From an optimization exercise on the open Yosys and OpenROAD flow, aimed at small area, a short achievable clock period and few clock cycles per item; shortcuts taken in it are not production practice.
Function was checked by simulation only, so behaviour that the tests miss may differ from the original.
Power is estimated from default activity; no workload was simulated.

==> pepper <==
==> flow/design.v <==
package rspt_pkg;
    localparam logic [1:0] SIGN_ZERO = 2'd0;
    localparam logic [1:0] SIGN_POS  = 2'd1;
    localparam logic [1:0] SIGN_NEG  = 2'd2;
    localparam logic CMD_CHANGE  = 1'b0;
    localparam logic CMD_PRODUCT = 1'b1;
    localparam int unsigned ELEM_W        = 11;
    localparam logic        REG_ELEMENTS  = 1'b0;
    localparam logic [ELEM_W-1:0] ELEMENTS_RESET = 11'd1024;
    localparam int unsigned POS_W = 10;
    localparam int unsigned VAL_W = 8;
    localparam int unsigned LO_W = 5;
    localparam int unsigned HI_W = POS_W - LO_W;
    localparam int unsigned NL   = 1 << LO_W;
    localparam int unsigned NB   = 1 << HI_W;
    localparam int unsigned DEPTH = 4;
endpackage
module rspt_cfg (
    input  logic                        i_clk,
    input  logic                        i_rst_n,
    input  logic                        i_psel,
    input  logic                        i_penable,
    input  logic                        i_pwrite,
    input  logic [2:0]                  i_paddr,
    input  logic [31:0]                 i_pwdata,
    output logic [31:0]                 o_prdata,
    output logic                        o_pready,
    output logic [rspt_pkg::ELEM_W-1:0] o_elements
);
    logic [rspt_pkg::ELEM_W-1:0] r_elements;
    logic                        w_wr;
    assign o_pready = 1'b1;
    assign w_wr     = i_psel && i_penable && i_pwrite && (i_paddr[2] == rspt_pkg::REG_ELEMENTS);
    always_ff @(posedge i_clk) begin
        if (!i_rst_n) begin
            r_elements <= rspt_pkg::ELEMENTS_RESET;
        end else if (w_wr) begin
            r_elements <= i_pwdata[rspt_pkg::ELEM_W-1:0];
        end
    end
    always_comb begin
        if (i_paddr[2] == rspt_pkg::REG_ELEMENTS) begin
            o_prdata = {{(32 - rspt_pkg::ELEM_W){1'b0}}, r_elements};
        end else begin
            o_prdata = '0;
        end
    end
    assign o_elements = r_elements;
endmodule
module rspt_ram (
    input  logic                                         i_clk,
    input  logic                                         i_rst_n,
    input  logic                                         i_we,
    input  logic [rspt_pkg::NB-1:0]                      i_bsel,    
    input  logic [rspt_pkg::LO_W-1:0]                    i_lo,
    input  logic                                         i_nz,
    input  logic                                         i_nn,
    output logic [rspt_pkg::NB-1:0][rspt_pkg::NL-1:0]    o_nz,
    output logic [rspt_pkg::NB-1:0][rspt_pkg::NL-1:0]    o_nn
);
    localparam int unsigned LO_W = rspt_pkg::LO_W;
    localparam int unsigned NL   = rspt_pkg::NL;
    localparam int unsigned NB   = rspt_pkg::NB;
    logic [NB-1:0] w_bsel;
    logic [NL-1:0] w_lsel;
    logic          w_nz;
    logic          r_clr;
    always_ff @(posedge i_clk) begin
        r_clr <= !i_rst_n;
    end
    always_comb begin
        for (int b = 0; b < NB; b++) begin
            w_bsel[b] = r_clr || (i_we && i_bsel[b]);
        end
        for (int k = 0; k < NL; k++) begin
            w_lsel[k] = r_clr || (i_lo == k[LO_W-1:0]);
        end
    end
    assign w_nz = !r_clr && i_nz;
    for (genvar b = 0; b < NB; b++) begin : g_blk
        for (genvar k = 0; k < NL; k++) begin : g_leaf
            always_ff @(posedge i_clk) begin
                if (w_bsel[b] && w_lsel[k]) begin
                    o_nz[b][k] <= w_nz;
                    o_nn[b][k] <= i_nn;
                end
            end
        end
    end
endmodule
module rspt_engine_dec (
    input  logic [rspt_pkg::POS_W-1:0] i_first,
    input  logic [rspt_pkg::POS_W-1:0] i_last,
    output logic [rspt_pkg::NB-1:0]    o_b_in,
    output logic [rspt_pkg::NB-1:0]    o_b_f,
    output logic [rspt_pkg::NB-1:0]    o_b_l,
    output logic [rspt_pkg::NL-1:0]    o_k_f,
    output logic [rspt_pkg::NL-1:0]    o_k_l
);
    localparam int unsigned LO_W = rspt_pkg::LO_W;
    localparam int unsigned HI_W = rspt_pkg::HI_W;
    localparam int unsigned NL   = rspt_pkg::NL;
    localparam int unsigned NB   = rspt_pkg::NB;
    logic [HI_W-1:0] w_fb, w_lb;
    logic [LO_W-1:0] w_fl, w_ll;
    logic            w_same;
    assign w_fb   = i_first[rspt_pkg::POS_W-1:LO_W];
    assign w_fl   = i_first[LO_W-1:0];
    assign w_lb   = i_last[rspt_pkg::POS_W-1:LO_W];
    assign w_ll   = i_last[LO_W-1:0];
    assign w_same = (w_fb == w_lb);
    always_comb begin
        for (int b = 0; b < NB; b++) begin
            o_b_in[b] = (b[HI_W-1:0] > w_fb) && (b[HI_W-1:0] < w_lb);
            o_b_f[b]  = (b[HI_W-1:0] == w_fb);
            o_b_l[b]  = (b[HI_W-1:0] == w_lb) && !w_same;
        end
        for (int k = 0; k < NL; k++) begin
            o_k_l[k] = (k[LO_W-1:0] <= w_ll);
            o_k_f[k] = (k[LO_W-1:0] >= w_fl) && (!w_same || o_k_l[k]);
        end
    end
endmodule
module rspt_engine (
    input  logic [rspt_pkg::NB-1:0]                      i_b_in,
    input  logic [rspt_pkg::NB-1:0]                      i_b_f,
    input  logic [rspt_pkg::NB-1:0]                      i_b_l,
    input  logic [rspt_pkg::NL-1:0]                      i_k_f,
    input  logic [rspt_pkg::NL-1:0]                      i_k_l,
    input  logic [rspt_pkg::NB-1:0][rspt_pkg::NL-1:0]    i_nz,
    input  logic [rspt_pkg::NB-1:0][rspt_pkg::NL-1:0]    i_nn,
    output logic [rspt_pkg::NB-1:0]                      o_zero,
    output logic [rspt_pkg::NB-1:0]                      o_par
);
    localparam int unsigned NL = rspt_pkg::NL;
    localparam int unsigned NB = rspt_pkg::NB;
    for (genvar b = 0; b < NB; b++) begin : g_blk
        logic [NL-1:0]   w_out;      
        logic [NL/2-1:0] w_z;
        logic [NL-1:0]   w_n;
        for (genvar k = 0; k < NL; k++) begin : g_leaf
            assign w_out[k] = !(i_b_in[b] || (i_b_f[b] && i_k_f[k]) || (i_b_l[b] && i_k_l[k]));
            assign w_n[k]   = !(w_out[k] || i_nn[b][k]);
        end
        for (genvar k = 0; k < NL/2; k++) begin : g_pair
            assign w_z[k] = !((w_out[2*k] || i_nz[b][2*k]) && (w_out[2*k+1] || i_nz[b][2*k+1]));
        end
        assign o_zero[b] = |w_z;
        assign o_par[b]  = ^w_n;
    end
endmodule
module range_sign_product_tree #(
    parameter int unsigned MAX_ELEMENTS = 1024
) (
    input  logic        i_clk,
    input  logic        i_rst_n,
    input  logic        i_s_tvalid,
    output logic        o_s_tready,
    input  logic [31:0] i_s_tdata,    
    input  logic        i_s_tuser,    
    output logic        o_m_tvalid,
    input  logic        i_m_tready,
    output logic [7:0]  o_m_tdata,    
    output logic        o_m_tuser,    
    input  logic        i_psel,
    input  logic        i_penable,
    input  logic        i_pwrite,
    input  logic [2:0]  i_paddr,
    input  logic [31:0] i_pwdata,
    output logic [31:0] o_prdata,
    output logic        o_pready
);
    localparam int unsigned POS_W = rspt_pkg::POS_W;
    localparam int unsigned EW    = rspt_pkg::ELEM_W;
    localparam int unsigned NB    = rspt_pkg::NB;
    localparam int unsigned NL    = rspt_pkg::NL;
    localparam int unsigned DEPTH = rspt_pkg::DEPTH;
    localparam int unsigned CW    = $clog2(DEPTH + 1);
    logic [EW-1:0] w_elements;
    rspt_cfg u_cfg (
        .i_clk      (i_clk),
        .i_rst_n    (i_rst_n),
        .i_psel     (i_psel),
        .i_penable  (i_penable),
        .i_pwrite   (i_pwrite),
        .i_paddr    (i_paddr),
        .i_pwdata   (i_pwdata),
        .o_prdata   (o_prdata),
        .o_pready   (o_pready),
        .o_elements (w_elements)
    );
    logic [CW-1:0] r_cnt;       
    logic          w_accept;
    logic          w_out_xfer;
    assign o_s_tready = (r_cnt < CW'(DEPTH));
    assign w_accept   = i_s_tvalid && o_s_tready;
    always_ff @(posedge i_clk) begin
        if (!i_rst_n) begin
            r_cnt <= '0;
        end else begin
            r_cnt <= r_cnt + CW'(w_accept && (i_s_tuser == rspt_pkg::CMD_PRODUCT))
                           - CW'(w_out_xfer);
        end
    end
    logic [POS_W-1:0] w_f, w_l;
    logic [EW-1:0]    w_n;
    logic             w_chg_ok, w_q_bad;
    assign w_f      = i_s_tdata[9:0];
    assign w_l      = i_s_tdata[19:10];
    assign w_n      = w_elements;
    assign w_chg_ok = w_n[POS_W] || (w_f < w_n[POS_W-1:0]);
    assign w_q_bad  = (w_f > w_l) || (!w_n[POS_W] && (w_l >= w_n[POS_W-1:0]));
    logic [NB-1:0] w_b_in, w_b_f, w_b_l;
    logic [NL-1:0] w_k_f, w_k_l;
    rspt_engine_dec u_dec (
        .i_first (w_f),
        .i_last  (w_l),
        .o_b_in  (w_b_in),
        .o_b_f   (w_b_f),
        .o_b_l   (w_b_l),
        .o_k_f   (w_k_f),
        .o_k_l   (w_k_l)
    );
    logic                     r0_chg, r0_prod;
    logic                     r0_bad;
    logic [rspt_pkg::LO_W-1:0] r0_fl;
    logic                     r0_nz, r0_nn;
    logic [NB-1:0]            r0_b_in, r0_b_f, r0_b_l;
    logic [NL-1:0]            r0_k_f, r0_k_l;
    always_ff @(posedge i_clk) begin
        if (!i_rst_n) begin
            r0_chg  <= 1'b0;
            r0_prod <= 1'b0;
        end else begin
            r0_chg  <= w_accept && (i_s_tuser == rspt_pkg::CMD_CHANGE) && w_chg_ok;
            r0_prod <= w_accept && (i_s_tuser == rspt_pkg::CMD_PRODUCT);
        end
    end
    always_ff @(posedge i_clk) begin
        r0_bad  <= w_q_bad;
        r0_fl   <= w_f[rspt_pkg::LO_W-1:0];
        r0_nz   <= (i_s_tdata[27:20] != 8'd0);
        r0_nn   <= !i_s_tdata[27];
        r0_b_in <= w_b_in;
        r0_b_f  <= w_b_f;
        r0_b_l  <= w_b_l;
        r0_k_f  <= w_k_f;
        r0_k_l  <= w_k_l;
    end
    logic [NB-1:0][NL-1:0] w_nz, w_nn;
    rspt_ram u_leaves (
        .i_clk   (i_clk),
        .i_rst_n (i_rst_n),
        .i_we    (r0_chg),
        .i_bsel  (r0_b_f),
        .i_lo    (r0_fl),
        .i_nz    (r0_nz),
        .i_nn    (r0_nn),
        .o_nz    (w_nz),
        .o_nn    (w_nn)
    );
    logic [NB-1:0] w_bzero, w_bpar;
    rspt_engine u_range (
        .i_b_in  (r0_b_in),
        .i_b_f   (r0_b_f),
        .i_b_l   (r0_b_l),
        .i_k_f   (r0_k_f),
        .i_k_l   (r0_k_l),
        .i_nz    (w_nz),
        .i_nn    (w_nn),
        .o_zero  (w_bzero),
        .o_par   (w_bpar)
    );
    logic          r1_v;
    logic          r1_bad;
    logic [NB-1:0] r1_zero, r1_par;
    always_ff @(posedge i_clk) begin
        if (!i_rst_n) begin
            r1_v <= 1'b0;
        end else begin
            r1_v <= r0_prod;
        end
    end
    always_ff @(posedge i_clk) begin
        r1_bad  <= r0_bad;
        r1_zero <= w_bzero;
        r1_par  <= w_bpar;
    end
    logic [2:0] w_res;    
    always_comb begin
        if (r1_bad || (|r1_zero)) begin
            w_res = {r1_bad, rspt_pkg::SIGN_ZERO};
        end else if (^r1_par) begin
            w_res = {1'b0, rspt_pkg::SIGN_NEG};
        end else begin
            w_res = {1'b0, rspt_pkg::SIGN_POS};
        end
    end
    logic [DEPTH-1:0]      r_fv;
    logic [DEPTH-1:0][2:0] r_fd;
    logic [DEPTH-1:0]      w_fv_s;
    logic [DEPTH-1:0][2:0] w_fd_s;
    assign w_out_xfer = r_fv[0] && i_m_tready;
    always_comb begin
        for (int k = 0; k < DEPTH; k++) begin
            if (w_out_xfer) begin
                w_fv_s[k] = (k + 1 < DEPTH) ? r_fv[(k + 1) % DEPTH] : 1'b0;
                w_fd_s[k] = (k + 1 < DEPTH) ? r_fd[(k + 1) % DEPTH] : r_fd[k];
            end else begin
                w_fv_s[k] = r_fv[k];
                w_fd_s[k] = r_fd[k];
            end
        end
    end
    always_ff @(posedge i_clk) begin
        if (!i_rst_n) begin
            r_fv <= '0;
        end else begin
            for (int k = 0; k < DEPTH; k++) begin
                r_fv[k] <= w_fv_s[k] ||
                           (r1_v && ((k == 0) ? 1'b1 : w_fv_s[(k + DEPTH - 1) % DEPTH]));
            end
        end
    end
    always_ff @(posedge i_clk) begin
        for (int k = 0; k < DEPTH; k++) begin
            if (!w_fv_s[k] && ((k == 0) || w_fv_s[(k + DEPTH - 1) % DEPTH])) begin
                r_fd[k] <= w_res;
            end else begin
                r_fd[k] <= w_fd_s[k];
            end
        end
    end
    assign o_m_tvalid = r_fv[0];
    assign o_m_tdata  = {6'b0, r_fd[0][1:0]};
    assign o_m_tuser  = r_fd[0][2];
endmodule
==> flow/run.sh <==
#!/bin/bash
# synth_recipe.tcl (not shown) runs the flow's synth.tcl, then flattens the netlist and writes it again
# the make line also repeats each setting of config.mk as NAME=value (left out here)
make -C /OpenROAD-flow-scripts/flow DESIGN_CONFIG=/design/flow/config.mk WORK_HOME=/design/flow/orfs CLKGATE_MAP_FILE= SYNTH_SCRIPT=/design/flow/synth_recipe.tcl finish
==> flow/config.mk <==
export PLATFORM = sky130hd
export DESIGN_NAME = range_sign_product_tree
export DESIGN_NICKNAME = range_sign_product_tree
export VERILOG_FILES = /design/flow/design.v
export SDC_FILE = /design/flow/constraint.sdc
export NUM_CORES = 4
export LEC_CHECK = 0
export CAP_MARGIN = 20
export CORE_MARGIN = 2
export CORE_UTILIZATION = 40
export PLACE_DENSITY = 0.5
export SETUP_SLACK_MARGIN = 4.3
export SLEW_MARGIN = 20
==> flow/constraint.sdc <==
create_clock -name core_clock -period 8.0 [get_ports {i_clk}]
set_input_delay 1.6000 -clock core_clock [delete_from_list [all_inputs] [get_ports {i_clk}]]
set_output_delay 1.6000 -clock core_clock [all_outputs]
set_load 0.01 [all_outputs]
==> inputs of ember, as changes to pepper <==
--- a/flow/design.v
+++ b/flow/design.v
@@ -53,3 +53,3 @@
     input  logic                                         i_we,
-    input  logic [rspt_pkg::NB-1:0]                      i_bsel,    
+    input  logic [rspt_pkg::HI_W-1:0]                    i_hi,
     input  logic [rspt_pkg::LO_W-1:0]                    i_lo,
@@ -72,3 +72,3 @@
         for (int b = 0; b < NB; b++) begin
-            w_bsel[b] = r_clr || (i_we && i_bsel[b]);
+            w_bsel[b] = r_clr || (i_we && (i_hi == b[rspt_pkg::HI_W-1:0]));
         end
@@ -93,5 +93,3 @@
     input  logic [rspt_pkg::POS_W-1:0] i_last,
-    output logic [rspt_pkg::NB-1:0]    o_b_in,
-    output logic [rspt_pkg::NB-1:0]    o_b_f,
-    output logic [rspt_pkg::NB-1:0]    o_b_l,
+    output logic                       o_same,
     output logic [rspt_pkg::NL-1:0]    o_k_f,
@@ -111,8 +109,4 @@
     assign w_same = (w_fb == w_lb);
+    assign o_same = w_same;
     always_comb begin
-        for (int b = 0; b < NB; b++) begin
-            o_b_in[b] = (b[HI_W-1:0] > w_fb) && (b[HI_W-1:0] < w_lb);
-            o_b_f[b]  = (b[HI_W-1:0] == w_fb);
-            o_b_l[b]  = (b[HI_W-1:0] == w_lb) && !w_same;
-        end
         for (int k = 0; k < NL; k++) begin
@@ -124,5 +118,5 @@
 module rspt_engine (
-    input  logic [rspt_pkg::NB-1:0]                      i_b_in,
-    input  logic [rspt_pkg::NB-1:0]                      i_b_f,
-    input  logic [rspt_pkg::NB-1:0]                      i_b_l,
+    input  logic [rspt_pkg::HI_W-1:0]                    i_fb,
+    input  logic [rspt_pkg::HI_W-1:0]                    i_lb,
+    input  logic                                         i_same,
     input  logic [rspt_pkg::NL-1:0]                      i_k_f,
@@ -134,4 +128,13 @@
 );
-    localparam int unsigned NL = rspt_pkg::NL;
-    localparam int unsigned NB = rspt_pkg::NB;
+    localparam int unsigned HI_W = rspt_pkg::HI_W;
+    localparam int unsigned NL   = rspt_pkg::NL;
+    localparam int unsigned NB   = rspt_pkg::NB;
+    logic [NB-1:0] w_b_in, w_b_f, w_b_l;
+    always_comb begin
+        for (int b = 0; b < NB; b++) begin
+            w_b_in[b] = (b[HI_W-1:0] > i_fb) && (b[HI_W-1:0] < i_lb);
+            w_b_f[b]  = (b[HI_W-1:0] == i_fb);
+            w_b_l[b]  = (b[HI_W-1:0] == i_lb) && !i_same;
+        end
+    end
     for (genvar b = 0; b < NB; b++) begin : g_blk
@@ -141,3 +144,3 @@
         for (genvar k = 0; k < NL; k++) begin : g_leaf
-            assign w_out[k] = !(i_b_in[b] || (i_b_f[b] && i_k_f[k]) || (i_b_l[b] && i_k_l[k]));
+            assign w_out[k] = !(w_b_in[b] || (w_b_f[b] && i_k_f[k]) || (w_b_l[b] && i_k_l[k]));
             assign w_n[k]   = !(w_out[k] || i_nn[b][k]);
@@ -212,3 +215,3 @@
     assign w_q_bad  = (w_f > w_l) || (!w_n[POS_W] && (w_l >= w_n[POS_W-1:0]));
-    logic [NB-1:0] w_b_in, w_b_f, w_b_l;
+    logic          w_same;
     logic [NL-1:0] w_k_f, w_k_l;
@@ -217,5 +220,3 @@
         .i_last  (w_l),
-        .o_b_in  (w_b_in),
-        .o_b_f   (w_b_f),
-        .o_b_l   (w_b_l),
+        .o_same  (w_same),
         .o_k_f   (w_k_f),
@@ -227,3 +228,4 @@
     logic                     r0_nz, r0_nn;
-    logic [NB-1:0]            r0_b_in, r0_b_f, r0_b_l;
+    logic [rspt_pkg::HI_W-1:0] r0_fb, r0_lb;
+    logic                     r0_same;
     logic [NL-1:0]            r0_k_f, r0_k_l;
@@ -243,5 +245,5 @@
         r0_nn   <= !i_s_tdata[27];
-        r0_b_in <= w_b_in;
-        r0_b_f  <= w_b_f;
-        r0_b_l  <= w_b_l;
+        r0_fb   <= w_f[POS_W-1:rspt_pkg::LO_W];
+        r0_lb   <= w_l[POS_W-1:rspt_pkg::LO_W];
+        r0_same <= w_same;
         r0_k_f  <= w_k_f;
@@ -254,3 +256,3 @@
         .i_we    (r0_chg),
-        .i_bsel  (r0_b_f),
+        .i_hi    (r0_fb),
         .i_lo    (r0_fl),
@@ -263,5 +265,5 @@
     rspt_engine u_range (
-        .i_b_in  (r0_b_in),
-        .i_b_f   (r0_b_f),
-        .i_b_l   (r0_b_l),
+        .i_fb    (r0_fb),
+        .i_lb    (r0_lb),
+        .i_same  (r0_same),
         .i_k_f   (r0_k_f),
CORE_UTILIZATION = 45   (was 40)
CTS_CLUSTER_DIAMETER = 80   (was default)
CTS_CLUSTER_SIZE = 30   (was default)
PLACE_DENSITY = 0.6   (was 0.5)
==> run summary <==
| item | ember | pepper |
|---|---|---|
| Final clock-cell share | 4.19% | 7.01% |
| Starting density of the core | 45.2% | 40.2% |
| Endpoint of the worst hold path | r1_bad | r1_v |
| Run status | no timing/DRC/antenna violations | no timing/DRC/antenna violations |
| Ant diodes | 18 | 6 |
| Routed via count | 82600 | 78700 |
| Postcts setup bufs | 10 | 0 |
| Number of buffers added by the clock tree synthesis step | 130 | 271 |
| CP arrival | 4.54 ns | 4.47 ns |
| Final Net Count | 8561 | 8391 |
| Clock latency (worst-skew pair) | 0.86 ns | 0.88 ns |
| Clock network power | 8.16 mW | 12.3 mW |
| Slowest CP cell | dfxtp_4 | clkdlybuf4s50_1 |
| Simple-gate portion of the synthesized area | 10.1% | 8.96% |
| Area share of the leading cell type in the synthesized netlist | 59.7% | 55.7% |
| Layout fillers | 20400 | 25300 |
| Flip-flop and latch count after synthesis | 2230 | 2314 |
| Global routing usage on met1 | 46.5% | 44.5% |
| Finished Cell Area | 113000 sq um | 123000 sq um |
Testbench counts of pepper, summed over its fixed seeds: cycles 9,624, items 9,600.
Testbench counts of ember, summed over its fixed seeds: cycles 9,624, items 9,600.

## static timing again, ports no longer ideal
No port has a modelled driver above. Below, the same layouts with a new extraction and two added sets of constraints. Step 1 sets driving cells, clkbuf_16 on the clock port and buf_2 on the other inputs (assumed; they add their load-dependent delay and slew). Step 2 also shifts input and output timing later by t, the mid clock arrival at the registers, as if the neighbouring blocks saw the same clock. Three values: ideal ports, drivers, drivers and shift; two values: the first two.
| run | t (ns) | slack for setup (ns) | hold slack, ns | worst slew at a driven data input, ns |
|---|---|---|---|---|
| pepper | 0.957 | 4.265 / 4.144 / 3.187 | 0.448 / 0.448 / 0.448 | 0.22 |
| ember | 0.930 | 4.221 / 4.221 / 3.571 | 0.348 / 0.348 / 0.348 | 0.05 |
After both steps setup and hold are still met in every run listed. The setup slack of pepper, which loses most, moves by -0.121 ns with the drivers and by -1.078 ns with both steps.
